Source: an optimization exercise on an open RTL-to-GDS flow (aim: small area and few clock cycles per item). Production flows keep margins and buffers that such runs may drop.
Where RTL was checked, it was by simulation tests only, not by an equivalence proof against the original.

==> inputs of try-violet <==
## fp_mult_pipe
module fp_mult_pipe #(
    parameter int EXP_W = 8,
    parameter int MAN_W = 23
) (
    input  logic                   clk,
    input  logic                   rst_n,
    input  logic                   in_valid,
    output logic                   in_ready,
    input  logic [EXP_W+MAN_W:0]   a,
    input  logic [EXP_W+MAN_W:0]   b,
    output logic                   out_valid,
    input  logic                   out_ready,
    output logic [EXP_W+MAN_W:0]   product,
    output logic [4:0]             flags
);
==> module fp_mult_bsel, before the edit <==
module fp_mult_bsel (
    input  logic one_n,
    input  logic two_n,
    input  logic neg,
    input  logic a0_n,
    input  logic a1_n,
    output logic p
);
    assign p = ~((one_n | a0_n) & (two_n | a1_n)) ^ neg;
endmodule
clock: 7.5 ns
lec_check: 0
cap_margin: 20
core_margin: 2
core_utilization: 40
gpl_timing_driven: 1
setup_slack_margin: 0.05
slew_margin: 20
synth_hierarchical: 1
standard.sh (not shown) runs the stock make flow with config.mk's settings and CLKGATE_MAP_FILE= SYNTH_SCRIPT=/design/flow/synth_recipe.tcl, a recipe that flattens the netlist after the stock synthesis.
==> flow/flow/run.sh <==
#!/bin/bash
# Standard layout with two changes: the port buffers are buf_2 cells, and right
# after synthesis every combinational cell is set to its smallest drive strength
# (the standard repair steps then size up what timing and slew need).
set -euo pipefail
export BUFFER_PORTS_ARGS="-buffer_cell sky130_fd_sc_hd__buf_1"
bash standard.sh synth > synth.log 2>&1
DS_ODB="$PWD/orfs/results/$FLOW_PLATFORM/fp_mult_pipe/base/1_synth.odb" \
DS_LIB="$FLOW_HOME/platforms/$FLOW_PLATFORM/lib/sky130_fd_sc_hd__tt_025C_1v80.lib" \
DS_MAP="$PWD/flow/downsize_map.txt" \
  openroad -no_init -exit flow/downsize.tcl > downsize.log 2>&1
export SKIP_GATE_CLONING=1
bash standard.sh > standard.log 2>&1
Other scripts of this flow, unchanged in this note and not shown: flow/flow/downsize.tcl, flow/flow/downsize_map.txt
==> inputs of try-delta, as changes to try-violet <==
--- a/flow/design.v
+++ b/flow/design.v
@@ -1356,14 +1356,4 @@
     assign c = x & y;
 endmodule
-module fp_mult_bsel (
-    input  logic one_n,
-    input  logic two_n,
-    input  logic neg,
-    input  logic a0_n,
-    input  logic a1_n,
-    output logic p
-);
-    assign p = ~((one_n | a0_n) & (two_n | a1_n)) ^ neg;
-endmodule
 module fp_mult_bselt (
     input  logic one,
==> flow/flow/run.sh (replaced) <==
#!/bin/bash
# Standard layout (standard.sh) with these changes:
# - the port buffers are buf_2 cells;
# - right after synthesis every combinational cell is set to its smallest drive
#   strength (flow/downsize.tcl); the repair steps size up what timing needs;
# - the buffers that timing-driven global placement inserts are taken out again
#   right after it (flow/post_gpl.tcl), so the later repair steps add only what
#   slew, capacitance and timing need;
# - the repair steps do not clone gates.
# Each tool's output goes to its own log in this folder.
set -euo pipefail
export BUFFER_PORTS_ARGS="-buffer_cell sky130_fd_sc_hd__buf_2"
bash standard.sh synth > synth.log 2>&1
DS_ODB="$PWD/orfs/results/$FLOW_PLATFORM/fp_mult_pipe/base/1_synth.odb" \
DS_LIB="$FLOW_HOME/platforms/$FLOW_PLATFORM/lib/sky130_fd_sc_hd__tt_025C_1v80.lib" \
DS_MAP="$PWD/flow/downsize_map.txt" \
  openroad -no_init -exit flow/downsize.tcl > downsize.log 2>&1
export SKIP_GATE_CLONING=1
export POST_GLOBAL_PLACE_TCL="$PWD/flow/post_gpl.tcl"
bash standard.sh > standard.log 2>&1
==> flow/flow/post_gpl.tcl (new file) <==
# After timing-driven global placement: take out the buffers it inserted
# (the port buffers stay); the resize and CTS repair steps add back what
# slew, capacitance and timing need.
set bufs [get_cells -quiet place*]
puts "post_gpl: removing [llength $bufs] placement buffers"
if { [llength $bufs] > 0 } {
  remove_buffers $bufs
}
==> impl_metrics.csv <==
group,metric,value,unit
hold_path,hp-start,"v_r",
hold_path,hold_path.class,"flip-flop to flip-flop",
worst_setup_path,slowest_delay,550,ps
grt,grtUsageMet3,0.05549,
worst_setup_path,r2r_setup_slack,6220,ps
grt,grt_max_degree,46,
status,status,"finished clean",
grt,grt_use_total,0.2541,
timing,fin_skew,10.53,ps
clocking,path_clk_slew,60,ps
That was try-violet.
==> impl_metrics.csv <==
group,metric,value,unit
worst_setup_path,r2r_setup_slack,5950,ps
worst_setup_path,slowest_delay,640,ps
grt,grtUsageMet2,0.3813,
grt,antenna_found_initial,0,
status,status,"finished clean",
timing,fin_skew,4.302,ps
clocking,path_clk_slew,50,ps
grt,grtUsageMet3,0.09142,
floorplan,num_rows,74,
hold_path,hold_path.class,"input port to asynchronous set/reset pin",
final_layout,regMostFlops,"p_r",
grt,grt_max_degree,43,
placed_design,port_buffers,106,
grt,grt_use_total,0.2627,
That was try-delta.
Testbench counts of try-delta, summed over its fixed seeds: cycles 8,008, items 8,000.
Only the layout flow was run in try-violet; the RTL was not checked for function there.

==> port drivers added, routing unchanged <==
In the flow no input, the clock included, has a driving cell. The finished layouts below were timed again as built, in two steps. Step 1: set_driving_cell puts a clkbuf_16 on clk and a buf_2 on each other input, an assumption about the parent block. Step 2 times the ports against the registers' clock, not the clock port: input delays grow and output delays shrink by t, the midpoint of the rising clock arrivals with the driver on. a / b / c = ideal ports / drivers / drivers and shift; a / b = the first two.
| run | shift t [ns] | setup slack, ns | worst setup path at the end | clock arrival spread, ns |
|---|---|---|---|---|
| try-violet | 0.323 | 0.230 / 0.244 / -0.079 | input to register | 0.010 / 0.010 |
| try-delta | 0.320 | 0.154 / -0.817 / -1.137 | input to register | 0.008 / 0.008 |
Met with ideal ports but missed after step 2: setup timing in try-violet and try-delta. For try-delta, which loses most, drivers alone change the setup slack by -0.971 ns; drivers and shift together by -1.291 ns.
